From an optimization exercise on the open Yosys and OpenROAD flow, aimed at small area; shortcuts taken in it are not production practice. Function was checked by simulation only, so behaviour that the tests miss may differ from the original. No activity file was given, so power comes from the tool's default toggle rates.

File: flow/constraint.sdc
create_clock -name core_clock -period 8.0 [get_ports {clk}]
set_input_delay 1.6000 -clock core_clock [delete_from_list [all_inputs] [get_ports {clk}]]
set_output_delay 1.6000 -clock core_clock [all_outputs]
set_load 0.01 [all_outputs]
File: flow/run.sh
#!/bin/bash
# synth_recipe.tcl (not shown) runs the flow's synth.tcl, then flattens the netlist and writes it again
# the make line also repeats each setting of config.mk as NAME=value (left out here)
make -C /OpenROAD-flow-scripts/flow DESIGN_CONFIG=/design/flow/config.mk WORK_HOME=/design/flow/orfs CLKGATE_MAP_FILE= SYNTH_SCRIPT=/design/flow/synth_recipe.tcl finish
File: flow/design.v
module am_sdr_1bit_rx #(
  parameter int PHASE_W   = 24,
  parameter int CIC_ORDER = 3,
  parameter int DEC_LOG2  = 8,
  parameter int OUT_W     = 8
) (
  input  logic               clk,
  input  logic               rst_n,
  input  logic               rf_in,
  input  logic [PHASE_W-1:0] tune_word,
  input  logic               tune_load,
  input  logic               pwm_en,
  output logic [OUT_W-1:0]   mag_out,
  output logic               mag_valid,
  output logic               pwm_out
);
  localparam int N = CIC_ORDER;
  localparam int W = CIC_ORDER * DEC_LOG2 + 2;
  logic [PHASE_W-1:0]  phase, tune_reg;
  logic [DEC_LOG2-1:0] dec_cnt;
  logic [OUT_W-1:0]    pwm_cnt;
  logic [W-1:0] integ_i [N];
  logic [W-1:0] integ_q [N];
  logic [W-1:0] dly_i   [N];
  logic [W-1:0] dly_q   [N];
  logic [W-1:0] comb_i  [N];
  logic [W-1:0] comb_q  [N];
  logic [N-1:0] comb_vld;
  logic [W-2:0] abs_i, abs_q;
  logic         abs_vld;
  logic         lo_i, lo_q, pi, pq, tick;
  logic [W-1:0] x_i, x_q, neg_i, neg_q;
  logic [W-2:0] abs_next_i, abs_next_q, mx, mn, mag_sum;
  assign lo_i = phase[PHASE_W-1];
  assign lo_q = phase[PHASE_W-1] ^ phase[PHASE_W-2];
  assign pi   = rf_in ^ lo_i;
  assign pq   = rf_in ^ lo_q;
  assign x_i  = pi ? {W{1'b1}} : W'(1);
  assign x_q  = pq ? {W{1'b1}} : W'(1);
  assign tick = (dec_cnt == {DEC_LOG2{1'b1}});
  always_ff @(posedge clk or negedge rst_n) begin
    if (!rst_n) begin
      phase    <= '0;
      tune_reg <= '0;
      dec_cnt  <= '0;
      pwm_cnt  <= '0;
      pwm_out  <= 1'b0;
    end else begin
      phase   <= phase + tune_reg;
      if (tune_load) tune_reg <= tune_word;
      dec_cnt <= dec_cnt + DEC_LOG2'(1);
      pwm_cnt <= pwm_cnt + OUT_W'(1);
      pwm_out <= pwm_en & (pwm_cnt < mag_out);
    end
  end
  always_ff @(posedge clk or negedge rst_n) begin
    if (!rst_n) begin
      for (int k = 0; k < N; k++) begin
        integ_i[k] <= '0;
        integ_q[k] <= '0;
      end
    end else begin
      integ_i[0] <= integ_i[0] + x_i;
      integ_q[0] <= integ_q[0] + x_q;
      for (int k = 1; k < N; k++) begin
        integ_i[k] <= integ_i[k] + integ_i[k-1];
        integ_q[k] <= integ_q[k] + integ_q[k-1];
      end
    end
  end
  always_ff @(posedge clk or negedge rst_n) begin
    if (!rst_n) begin
      comb_vld <= '0;
      for (int k = 0; k < N; k++) begin
        dly_i[k]  <= '0;
        dly_q[k]  <= '0;
        comb_i[k] <= '0;
        comb_q[k] <= '0;
      end
    end else begin
      comb_vld[0] <= tick;
      for (int k = 1; k < N; k++) comb_vld[k] <= comb_vld[k-1];
      if (tick) begin
        comb_i[0] <= integ_i[N-1] - dly_i[0];
        comb_q[0] <= integ_q[N-1] - dly_q[0];
        dly_i[0]  <= integ_i[N-1];
        dly_q[0]  <= integ_q[N-1];
      end
      for (int k = 1; k < N; k++) begin
        if (comb_vld[k-1]) begin
          comb_i[k] <= comb_i[k-1] - dly_i[k];
          comb_q[k] <= comb_q[k-1] - dly_q[k];
          dly_i[k]  <= comb_i[k-1];
          dly_q[k]  <= comb_q[k-1];
        end
      end
    end
  end
  always_comb begin
    neg_i      = -comb_i[N-1];
    neg_q      = -comb_q[N-1];
    abs_next_i = comb_i[N-1][W-1] ? neg_i[W-2:0] : comb_i[N-1][W-2:0];
    abs_next_q = comb_q[N-1][W-1] ? neg_q[W-2:0] : comb_q[N-1][W-2:0];
    if (abs_i >= abs_q) begin
      mx = abs_i;
      mn = abs_q;
    end else begin
      mx = abs_q;
      mn = abs_i;
    end
    mag_sum = mx + (mn >> 1);
  end
  always_ff @(posedge clk or negedge rst_n) begin
    if (!rst_n) begin
      abs_i     <= '0;
      abs_q     <= '0;
      abs_vld   <= 1'b0;
      mag_out   <= '0;
      mag_valid <= 1'b0;
    end else begin
      abs_vld   <= comb_vld[N-1];
      if (comb_vld[N-1]) begin
        abs_i <= abs_next_i;
        abs_q <= abs_next_q;
      end
      mag_valid <= abs_vld;
      if (abs_vld) mag_out <= mag_sum[W-2 -: OUT_W];
    end
  end
endmodule
File: flow/config.mk
export PLATFORM = sky130hd
export DESIGN_NAME = am_sdr_1bit_rx
export DESIGN_NICKNAME = am_sdr_1bit_rx
export VERILOG_FILES = /design/flow/design.v
export SDC_FILE = /design/flow/constraint.sdc
export NUM_CORES = 4
export LEC_CHECK = 0
export CAP_MARGIN = 20
export CORE_MARGIN = 2
export CORE_UTILIZATION = 40
export SLEW_MARGIN = 20
==> run_summary.xml <==
<?xml version="1.0" encoding="UTF-8"?>
<metrics>
  <group name="status">
    <metric name="run_status" unit="">no timing/DRC/antenna violations</metric>
  </group>
  <group name="placed_design">
    <metric name="routabilityCongestion" unit="">0.825</metric>
    <metric name="post_dp_hpwl" unit="mm">51.5</metric>
    <metric name="detailed_place.area" unit="sq um">38900</metric>
    <metric name="dp.cells" unit="">5121</metric>
    <metric name="io_buffer_count" unit="">38</metric>
  </group>
  <group name="final_layout">
    <metric name="antennaDiodeCount" unit="">0</metric>
    <metric name="drive_gt1_share" unit="%">7.46</metric>
    <metric name="finish.cell_count_without_fillers" unit="">5249</metric>
    <metric name="layout.cell_area.non_filler" unit="sq um">41300</metric>
    <metric name="finish.net_count" unit="">4374</metric>
    <metric name="fillers" unit="">8733</metric>
    <metric name="syn_to_final_growth" unit="%">11.2</metric>
  </group>
  <group name="detailed_routing">
    <metric name="via_count" unit="">26400</metric>
    <metric name="avgRoutedWirePerCell" unit="um">13.3</metric>
    <metric name="drtPass1Iterations" unit="">5</metric>
    <metric name="drt-vias-per-instance" unit="">5.03</metric>
    <metric name="ant_nets" unit="">0</metric>
    <metric name="drc" unit="">0</metric>
    <metric name="drt-initial-drc-count" unit="">1405</metric>
    <metric name="detail_route.wirelength" unit="mm">70.0</metric>
  </group>
  <group name="critical_path">
    <metric name="worst-endpoint-required" unit="ps">8560</metric>
    <metric name="number_of_cells_on_the_critical_path" unit="">19</metric>
    <metric name="critPathLaunchType" unit="">flop</metric>
    <metric name="slowest_delay" unit="ps">900</metric>
    <metric name="critical_path_top_delay_cell" unit="">a211oi_4</metric>
    <metric name="critPathKind" unit="">flop to flop</metric>
    <metric name="crit_path_end" unit="">mag_out[4]</metric>
    <metric name="r2r_depth" unit="">19</metric>
    <metric name="critical_path.reg2reg.startpoint" unit="">abs_i[6]</metric>
    <metric name="cp_data_arrival_time" unit="ps">6190</metric>
    <metric name="critical_path_buf_inv_count" unit="">1</metric>
    <metric name="setup.worst_path.end_class" unit="">flop</metric>
    <metric name="r2r-end" unit="">mag_out[4]</metric>
    <metric name="cp_cell_sequence" unit="">ha_1 -&gt; a21o_1 -&gt; a211o_1 -&gt; or3_1 -&gt; a211oi_4 -&gt; buf_4 -&gt; mux2_2 -&gt; ha_1 -&gt; a21o_1 -&gt; a41o_1 -&gt; a21oi_1 -&gt; o21ai_0 -&gt; a221oi_1 -&gt; nor2_1 -&gt; a21oi_1 -&gt; nand2_1 -&gt; o21ai_1 -&gt; o21a_1 -&gt; mux2_2</metric>
    <metric name="crit_start" unit="">abs_i[6]</metric>
    <metric name="r2r_setup_slack" unit="ps">2370</metric>
    <metric name="critical_path.max_fanout" unit="">29</metric>
    <metric name="timing.critical_path.max_delay_family" unit="">compound AO/OA/AOI/OAI gates</metric>
  </group>
  <group name="hold_path">
    <metric name="hold_path_class" unit="">flop to flop</metric>
  </group>
  <group name="sta">
    <metric name="period_share" unit="%">70.4</metric>
    <metric name="totalNegativeSetupSlack" unit="ps">0</metric>
    <metric name="timing.final.hold_violations" unit="">0</metric>
    <metric name="slew_headroom" unit="%">30.4</metric>
    <metric name="maxClockFrequency" unit="MHz">178</metric>
    <metric name="worst_pin_slew" unit="ps">1040</metric>
    <metric name="fin_worst_skew" unit="ps">30.4</metric>
    <metric name="final-setup-viol-count" unit="">0</metric>
    <metric name="final_max_slew_viol_count" unit="">0</metric>
    <metric name="post-route-min-period" unit="ps">5630</metric>
    <metric name="grt_setup_unrepaired" unit="">no</metric>
  </group>
  <group name="logic_synthesis">
    <metric name="synth_top_cell_by_area" unit="">dfrtp_1</metric>
    <metric name="area_share_of_fa_ha_maj_cells_after_synthesis" unit="%">13.5</metric>
    <metric name="synth-simple-area-share" unit="%">12.6</metric>
    <metric name="synth_compound_gate_area_share" unit="%">17.4</metric>
    <metric name="post_synth_xor_area_fraction" unit="%">8.03</metric>
    <metric name="ys_ff_latch" unit="">596</metric>
    <metric name="yosys_cell_types" unit="">77</metric>
    <metric name="post_synth_inst_count" unit="">3913</metric>
    <metric name="syn_area_per_cell" unit="sq um">9.48</metric>
    <metric name="postSynth.topFlopCell" unit="">dfrtp_1</metric>
    <metric name="synth_async_sr_flop_share" unit="%">100</metric>
    <metric name="synth_top_cell_area_share" unit="%">40.2</metric>
    <metric name="number_of_enable_type_register_cells_in_the_synthesized_netlist" unit="">0</metric>
    <metric name="synthesis.nets" unit="">4335</metric>
    <metric name="synth.mux.area_fraction" unit="%">4.42</metric>
    <metric name="main_combinational_cell_family_by_area_after_synthesis" unit="">compound AO/OA/AOI/OAI gates</metric>
    <metric name="syn-cell-area" unit="sq um">37100</metric>
    <metric name="seq_area_frac_synth" unit="%">40.2</metric>
    <metric name="synth_top_cells_by_area" unit="">dfrtp_1 40%, ha_1 13%, xnor2_1 5.2%</metric>
    <metric name="yosysWarnings" unit="">7</metric>
  </group>
  <group name="grt">
    <metric name="grt_start_max_net_pins" unit="">162</metric>
    <metric name="grt_overflow_total" unit="">0</metric>
    <metric name="grt_antenna_before_repair" unit="">0</metric>
    <metric name="grt_total_usage" unit="%">15.2</metric>
    <metric name="vias_in_the_first_global_route" unit="">25700</metric>
    <metric name="grt_first_pass_wirelength" unit="mm">123</metric>
  </group>
  <group name="cts">
    <metric name="root_buffer" unit="">clkbuf_16</metric>
    <metric name="ctsHtreeMaxLevel" unit="">3</metric>
    <metric name="cts-buffers-inserted" unit="">72</metric>
    <metric name="clk_pin_slew_worst_paths" unit="ps">60</metric>
    <metric name="tritoncts" unit="">built</metric>
    <metric name="cts_resized" unit="">0</metric>
    <metric name="cts-root-to-sink-buffers" unit="">3</metric>
    <metric name="clock_insertion_delay_worst_skew" unit="ps">620</metric>
    <metric name="post_cts_hold_buffer_count" unit="">0</metric>
    <metric name="clk_sink_count" unit="">596</metric>
    <metric name="post_cts_setup_buffers" unit="">0</metric>
  </group>
  <group name="floorplanning">
    <metric name="pin_count" unit="">39</metric>
    <metric name="floorplan.initialDensity" unit="%">40.4</metric>
    <metric name="floorplan.die.height" unit="um">308</metric>
    <metric name="std_cell_rows" unit="">111</metric>
    <metric name="floorplan.core_area" unit="sq um">91800</metric>
    <metric name="dieWidth" unit="um">308</metric>
    <metric name="dieArea" unit="sq um">95200</metric>
  </group>
  <group name="pwr">
    <metric name="leakage_component_of_the_power" unit="nW">19.1</metric>
    <metric name="sum_of_internal_switching_and_leakage_power" unit="W">0.0148</metric>
    <metric name="max-vdd-ir-drop" unit="mV">0.186</metric>
    <metric name="power_density" unit="nW/um^2">359</metric>
  </group>
  <group name="job">
    <metric name="drv_cap" unit="">0</metric>
  </group>
</metrics>
==> worst min path at each step <==
| stage | to | slack, ps | startpoint | cells after the start |
|---|---|---|---|---|
| global placement | dec_cnt[6] | 460 | dec_cnt[6] | 1 |
| detailed placement | dec_cnt[6] | 460 | dec_cnt[6] | 1 |
| global route | dec_cnt[4] | 490 | dec_cnt[4] | 1 |
| CTS | dec_cnt[6] | 470 | dec_cnt[6] | 1 |
| finish | dec_cnt[4] | 470 | dec_cnt[4] | 1 |
| floorplan | abs_vld | 350 | comb_vld[2] | 0 |
==> through the flow <==
step                      hold slack [ps]  utilization (%)  setup slack (ps)
after floorplan                       352                -              1550
after global placement                455             42.4              2400
after detailed placement              458             42.4              2350
after CTS                             470             44.9              2360
after global routing                  491             44.9              1930
final                                 470             44.9              2370
==> cell families after synthesis <==
logic type / after synthesis
flops: 596
compound gates: 1048
simple gates: 1025
xor+xnor: 340
buf+inv: 364
mux: 147
fa+ha+maj: 393
==> synth_stat cells, types with 80 or more instances <==
| cell type | n |
|---|---|
| dfrtp_1 | 596 |
| nand2_1 | 438 |
| ha_1 | 380 |
| o21ai_0 | 367 |
| inv_1 | 274 |
| a21oi_1 | 251 |
| xnor2_1 | 219 |
| nor2_1 | 215 |
| mux2_2 | 135 |
| xor2_1 | 121 |
| a21o_1 | 109 |
| nand3_1 | 80 |
==> placed cells by master (no fill, tap or decap), types with 13 or more instances in the layout <==
cell type          n
a31oi_1           21
clkbuf_1          23
nand2b_1          42
a21boi_0          16
inv_1            274
nor2_1           215
o31ai_1           31
and3_1            32
clkbuf_8          13
a211o_1           13
nand2_1          438
or3_1             29
nor3_1            53
ha_1             380
a21o_1           109
o21a_1            62
nand3_1           79
o211ai_1          17
clkbuf_16         73
a21oi_1          251
nand4_1           27
fa_1              13
clkdlybuf4s50_1   36
mux2_2           135
o21bai_1          23
nor2b_1           40
o41ai_1           13
or2_2             22
xor2_1           119
xnor2_1          219
a211oi_1          34
dfrtp_1          593
o21ai_0          367
==> per-layer routing <==
layer | part of all wire (%) | wire, um | global-route usage (%) | vias up
met4 | 2.3 | 1580 | 4.74 | 0
met2 | 43 | 30400 | 24.2 | 222
met3 | 2.9 | 2040 | 2.28 | 95
met5 | 0 | 0 | 0 | -
li1 | - | - | - | 13900
met1 | 51 | 36000 | 21.2 | 12200
==> power breakdown <==
| group | switching [W] | total (W) | internal [W] | leakage (nW) |
|---|---|---|---|---|
| clock network | 0.00128 | 0.00326 | 0.00197 | 1.15 |
| registers | 0.000402 | 0.00406 | 0.00366 | 7.82 |
| logic | 0.00399 | 0.00750 | 0.00352 | 10.2 |
| total | 0.00567 | 0.0148 | 0.00915 | 19.1 |
==> cell type report <==
type | instances | area [sq um] | area share (%)
Sequential cell | 596 | 14900 | 36.2
Timing Repair Buffer | 54 | 551 | 1.33
Multi-Input combinational cell | 2953 | 20800 | 50.5
Inverter | 275 | 1030 | 2.50
Clock buffer | 109 | 2090 | 5.07
Tap cell | 1243 | 1560 | 3.77
Clock inverter | 19 | 278 | 0.673

[port drivers added, routing unchanged]
The results above use ideal ports. As a check the final layout listed here was re-extracted and re-timed, cells and wires unchanged. Step 1, drivers: a clkbuf_16 drives clk and a buf_2 each remaining input, both assumed. Step 2 moves the port delays by t, midway between the first and last clock arrival at a register: inputs arrive t later, outputs are due t later. That takes back most of the time a late clock gives input paths. Three values: ideal, step 1, step 2; two values: the first two.
t (ns): 0.671
setup WS [ns]: 2.367 / 2.367 / 2.348
worst hold slack (ns): 0.470 / 0.470 / 0.470
worst data-port slew with drivers (ns): 0.06
cell pins on the clock port's net: 1
After both steps this run still meets setup and hold. The setup slack of this run moves by 0.000 ns with the drivers and by -0.019 ns with both steps.
